Background: an optimization exercise with open tools, aiming at small area and a short achievable clock period. Do not read the settings as production practice. Only simulation tests tie the RTL to the original design; equivalence was not proved. Power is estimated from default activity; no workload was simulated.

==> flow/design.v (outline; a module is shown in full before it is edited, if it fits) <==
// module pe_fa: 10 lines
// module pe_booth_sel: 10 lines
// module pe_aoi22: 9 lines
// module pe_ao22: 9 lines
// module pe_xor2: 7 lines
// module pe_xnor2: 7 lines
// module pe_dot_unit: 3182 lines
module pe_dot_unit (
  input  logic                clock,
  input  logic                i_arst_n,
  input  logic [7:0][7:0]     i_feature,
  input  logic [7:0][7:0]     i_filter,
  output logic signed [17:0]  o_result
);
  // ...
==> flow/run.sh <==
#!/bin/bash
# synth_recipe.tcl (not shown) runs the flow's synth.tcl, then flattens the netlist and writes it again
# the make line also repeats each setting of config.mk as NAME=value (left out here)
make -C /OpenROAD-flow-scripts/flow DESIGN_CONFIG=/design/flow/config.mk WORK_HOME=/design/flow/orfs CLKGATE_MAP_FILE= SYNTH_SCRIPT=/design/flow/synth_recipe.tcl finish
==> flow/config.mk <==
export PLATFORM = sky130hd
export DESIGN_NAME = pe_dot_unit
export DESIGN_NICKNAME = pe_dot_unit
export VERILOG_FILES = /design/flow/design.v
export SDC_FILE = /design/flow/constraint.sdc
export NUM_CORES = 4
export LEC_CHECK = 0
export CAP_MARGIN = 20
export CORE_MARGIN = 2
export CORE_UTILIZATION = 40
export CTS_BUF_LIST = sky130_fd_sc_hd__clkbuf_4 sky130_fd_sc_hd__clkbuf_8
export SETUP_SLACK_MARGIN = 2.5
export SLEW_MARGIN = 20
export SYNTH_HIERARCHICAL = 1
export SYNTH_MINIMUM_KEEP_SIZE = 0
==> flow/constraint.sdc <==
create_clock -name core_clock -period 4.7 [get_ports {clock}]
set_input_delay 0.9400 -clock core_clock [delete_from_list [all_inputs] [get_ports {clock}]]
set_output_delay 0.9400 -clock core_clock [all_outputs]
set_load 0.01 [all_outputs]
==> impl_metrics.toml, run 1 <==
[cts]
cts_htree_levels = 3
clk_pin_slew_ns = 0.06
clk_path_buf_depth = 3

[sta]
tns_ns = 0
final_min_period_over_clock_period_pct = 46.7

[layout]
finalInstanceArea_mm2 = 0.0259
comb.multi_input.count = 994
numSequentialCells = 483
clock_cell_area_share_pct = 7.18
finish.cell_count_without_fillers = 2530
nClkBuffers = 131
largest-register = "result_q"
mostFrequentLayoutCells = "sky130_fd_sc_hd__dfxtp_1, sky130_fd_sc_hd__fa_1, sky130_fd_sc_hd__xor2_1"

[route]
number_of_violations_reported_at_the_end_of_detailed_routing_iteration_0 = 780
wl_met2_mm = 26.9

[die]
fp.coreArea_mm2 = 0.0536
top_level_ports = 148
chipWidth_um = 236

[synthesis]
postSynthCellCount = 1526
postSynthAreaPerCell_um2 = 14.2
share_of_synthesized_area_occupied_by_flip_flops_and_latches_pct = 45.2
synth_enable_flop_cells = 0
post_synth_and_or_nand_nor_area_fraction_pct = 3.32
post_synthesis_share_of_cell_area_spent_on_full_adders_half_adders_and_majority_gates_pct = 28.7
synth-compound-area-share_pct = 8.44
syn-num-nets = 1974

[worst_hold_path]
terminating_pin_of_the_worst_hold_path = "r_1241_q6"
hold_path_depth = 0

[critical_path]
depth_of_the_worst_register_to_register_path = 4
worstSetupEndpointType = "flip-flop"
critical-path-slowest-cell = "sky130_fd_sc_hd__fa_1"
slowest_stage_delay_cp_ns = 0.55
worstPathArrival_ns = 2.70

[power]
ir_drop_mv = 0.312

[run_status]
status = "finished clean"

[place]
weighted_congestion_reported_at_the_end_of_routability_driven_placement = 0.976

[grt]
global_route.usage.total_pct = 20.3
==> run 2, diff against run 1 <==
--- a/flow/config.mk
+++ b/flow/config.mk
@@ -8,7 +8,6 @@
 export CAP_MARGIN = 20
 export CORE_MARGIN = 2
 export CORE_UTILIZATION = 40
-export CTS_BUF_LIST = sky130_fd_sc_hd__clkbuf_4 sky130_fd_sc_hd__clkbuf_8
 export SETUP_SLACK_MARGIN = 2.5
 export SLEW_MARGIN = 20
 export SYNTH_HIERARCHICAL = 1
==> run 2 against run 1 <==
  * Still clean on timing, DRC and antenna
  * Clock skew fell by 0.0066 ns
  * Synthesized cell count did not move
  * Final area fell by 0.21%
  * Non-clock buffer count fell by 8
  * Sequential power barely moved
  * Synthesized area did not move
  * Setup slack improved by 0.027 ns
  * Count of clock-buffer cells in the layout fell by 59
  * Utilization fell by 0.10 points
  * Highest routed layer unchanged
==> impl_metrics.toml, run 2 <==
[die]
chipWidth_um = 236
die_h_um = 236
top_level_ports = 148
floorplan.initialDensity_pct = 40.3
fp_rows = 85
fp.coreArea_mm2 = 0.0536
die_footprint_mm2 = 0.0559

[synthesis]
syn-num-nets = 1974
post-synth-top-count-cell = "sky130_fd_sc_hd__dfxtp_1"
syn_area_mm2 = 0.0216
share_of_synthesized_area_occupied_by_flip_flops_and_latches_pct = 45.2
yosys_register_bits = 483
synthArstFlopShare_pct = 4.35
yosysTopAreaCellShare_pct = 42.8
postSynth.topFlopCell = "sky130_fd_sc_hd__dfxtp_1"
ys_top_cells_by_count = "sky130_fd_sc_hd__dfxtp_1, sky130_fd_sc_hd__fa_1, sky130_fd_sc_hd__xor2_1, sky130_fd_sc_hd__a22o_1, sky130_fd_sc_hd__xnor2_1"
synth_top_cells_by_area = "sky130_fd_sc_hd__dfxtp_1, sky130_fd_sc_hd__fa_1, sky130_fd_sc_hd__xor2_1, sky130_fd_sc_hd__a22o_1, sky130_fd_sc_hd__xnor2_1"
synth_area_leader_cell = "sky130_fd_sc_hd__dfxtp_1"
synth_cell_type_count = 26
postSynthAreaPerCell_um2 = 14.2
postSynthCellCount = 1526
ys_warn_count = 7
synth_enable_flop_cells = 0

[sta]
period_needed_ns = 2.17
fin_worst_skew_ns = 0.0226
layout_setup_ws_ns = 2.53
rsz0062_at_grt = "no"
setup_violations_final = 0
tightest_slew_ns = 0.872
slew_viol_final = 0
hold_viol = 0
max_freq_mhz = 462
max-slew-margin-rel_pct = 41.7
tns_ns = 0
final_min_period_over_clock_period_pct = 46.1

[power]
power.clock.fraction_pct = 21.7
netSwitchingPower_mw = 7.05
ir_drop_mv = 0.354
power.density_mw_per_mm2 = 745
power.combinational.fraction_pct = 40.9
leakage_nw = 10.5
cell_internal_pwr_mw = 12.2
sw_frac_of_total_pct = 36.6
power.sequential.fraction_pct = 37.3

[cts]
root_buffer = "sky130_fd_sc_hd__clkbuf_16"
cts_made_buffers = 52
cts_htree_levels = 2
clk_path_buf_depth = 3
hold_buffers = 0
cts_num_sinks = 483
tritoncts = "done"
clk_pin_slew_ns = 0.07
clock_latency_on_the_worst_skew_pair_ns = 0.61

[layout]
mostFrequentLayoutCell = "sky130_fd_sc_hd__dfxtp_1"
largest-register = "result_q"
finalInstanceArea_mm2 = 0.0259
layout-area-overhead-vs-synth_pct = 19.7
largest_register_ff_count = 18
mostFrequentLayoutCells = "sky130_fd_sc_hd__dfxtp_1, sky130_fd_sc_hd__fa_1, sky130_fd_sc_hd__xor2_1"
nNetsFinal = 2177
n_fill_cell = 4787
drive_above_1_share_pct = 8.98
insertedDiodeCount = 0
finish.cell_count_without_fillers = 2467
registers_with_the_most_flip_flops = "result_q (18), fill_q (3)"

[grt]
grt_max_degree = 22
grt_overflow = 0
global_route.usage.total_pct = 20.0
grt_first_pass_wirelength_mm = 82.2
first_global_vias = 12900
grt_antenna_before_repair = 2

[place]
postPlaceCellArea_mm2 = 0.0239
number_of_instances_in_the_placed_design = 2367
weighted_congestion_reported_at_the_end_of_routability_driven_placement = 0.976
pre_cts_ws_ns = 2.26
buffers_added_on_ports = 147
detailed_place_hpwl_mm = 44.7

[route]
post-route-drc-count = 0
routed_wl_mm = 54.8
post_drt_via_cell_ratio = 4.86
number_of_violations_reported_at_the_end_of_detailed_routing_iteration_0 = 780
post_route_antenna_net_violation_count = 0
via_total_after_detailed_routing = 12000
first_pass_iters = 5
drt-wirelength-per-cell_um = 22.2

[critical_path]
worstSetupEndpointType = "flip-flop"
worstPathRequired_ns = 5.17
timing.critical_path.from_type = "flip-flop"
setup.worst_path.class = "reg2reg"
crit_path_max_fanout = 8
worstPathArrival_ns = 2.64

[flow_run]
cap_violations = 0

[run_status]
status = "finished clean"

[worst_hold_path]
worst_min_delay_path_class = "reg2reg"
==> run 2: changes by cell type in the layout (fill, tap and decap cells not counted), moves of 2 or more <==
cell	previous run	this run
sky130_fd_sc_hd__clkbuf_8	105	10
sky130_fd_sc_hd__clkbuf_4	26	0
sky130_fd_sc_hd__clkbuf_1	0	8
sky130_fd_sc_hd__clkdlybuf4s15_1	0	12
sky130_fd_sc_hd__clkbuf_16	0	54
sky130_fd_sc_hd__buf_2	17	0
sky130_fd_sc_hd__clkinv_4	0	2
sky130_fd_sc_hd__buf_4	12	4
sky130_fd_sc_hd__dlygate4sd2_1	0	6
==> run 2: what timing repair did <==
| item | 4_1_cts | 5_1_grt |
|---|---|---|
| setup endpoints to repair | 46 | 29 |
| gates resized for setup | 48 | 40 |
| setup buffers | 0 | 4 |
==> run 2: worst paths after layout <==
path / endpoint / slack (ns) / from / cells after the start
max reg2reg: fs_901_q2 / 2.53 / i_feature0_6_q1 / 4
max: fs_901_q2 / 2.53 / i_feature0_6_q1 / 4
min: r_1241_q6 / 0.32 / r_1241_q5 / 0
max in group asynchronous: result_q[15] / 3.31 / i_arst_n / 1
min reg2reg: r_1241_q6 / 0.32 / r_1241_q5 / 0
min in group asynchronous: result_q[2] / 0.84 / i_arst_n / 1
==> run 2: final cells by class <==
cell class / instances / area [µm²] / share of cell area [%]
sequential: 483 / 9840 / 38.1
tap: 696 / 871 / 3.37
clock buffer: 72 / 1520 / 5.87
clock inverter: 24 / 264 / 1.02
inverter: 47 / 176 / 0.682
timing repair buffer: 151 / 1490 / 5.78
multi-input combinational: 994 / 11700 / 45.2
==> run 2: worst max-delay path, stage by stage (launching register included) <==
cell	delay, ns
sky130_fd_sc_hd__dfxtp_1	0.48
sky130_fd_sc_hd__a22o_1	0.24
sky130_fd_sc_hd__xor2_1	0.35
sky130_fd_sc_hd__fa_1	0.50
sky130_fd_sc_hd__fa_1	0.45
==> run 2: logic make-up (layout without fill, tap and decap cells) <==
family                     Yosys count  after routing  share of synthesized area (%)
muxes                                2              2                          0.104
adders and majority gates          318            318                           28.7
xor gates and xnor gates           320            320                           13.3
DFF                                483            483                           45.2
and+or+nand+nor                    137            137                           3.32
AOI/OAI and AO/OA                  217            217                           8.44
buffers and inverters               49            294                          0.892
==> run 2: metrics by stage <==
stage          util (%)  power (mW)  hold WS, ns
3_5_place_dp       44.6        15.2        0.312
4_1_cts            48.1        19.4        0.326
2_1_floorplan         -        11.5        0.310
5_1_grt            48.2        20.6        0.329
3_3_place_gp       44.6        15.0        0.310
6_report           48.2        19.3        0.322
==> run 2: routing by layer <==
layer  wire length [µm]  global-route usage, %
met2              26800                   33.8
met3               2280                   3.37
met5                  0                      0
met1              24400                   26.7
met4               1350                   5.49
==> run 2: Yosys stat by module, one instance, submodules excluded <==
| module | cells inside | flip-flops and latches | cell area (µm²) |
|---|---|---|---|
| pe_dot_unit | 845 | 483 | 12300 |
| pe_fa | 1 | 0 | 20.0 |
| pe_ao22 | 1 | 0 | 8.76 |
| pe_xor2 | 1 | 0 | 8.76 |
==> run 2: power by group through the flow <==
stage	registers [mW]	logic, mW	clock network, mW
after CTS	7.20	7.92	4.28
after detailed placement	7.28	7.93	0
after global placement	7.25	7.73	0
final	7.19	7.88	4.19
after floorplan	6.84	4.63	0
after global routing	7.35	8.83	4.44

==> afterwards: timing with drivers on the ports <==
The results above use ideal ports. As a check the final layouts listed here were re-extracted and re-timed, cells and wires unchanged. Step 1: set_driving_cell puts a clkbuf_16 on clock and a buf_2 on each other input, an assumption about the parent block. Step 2, shift: input delay + t, output delay - t, t = (earliest + latest rising clock arrival at the registers) / 2. This alone moves slack from input paths to output paths. a / b / c = ideal / step 1 / step 2; a / b = the first two.
| run | t (ns) | setup slack, ns | worst hold slack (ns) |
|---|---|---|---|
| run 1 | 0.705 | 2.507 / 2.507 / 2.507 | 0.319 / 0.319 / 0.319 |
| run 2 | 0.655 | 2.534 / 2.486 / 2.534 | 0.322 / 0.322 / 0.322 |
After both steps every run listed still meets setup and hold.
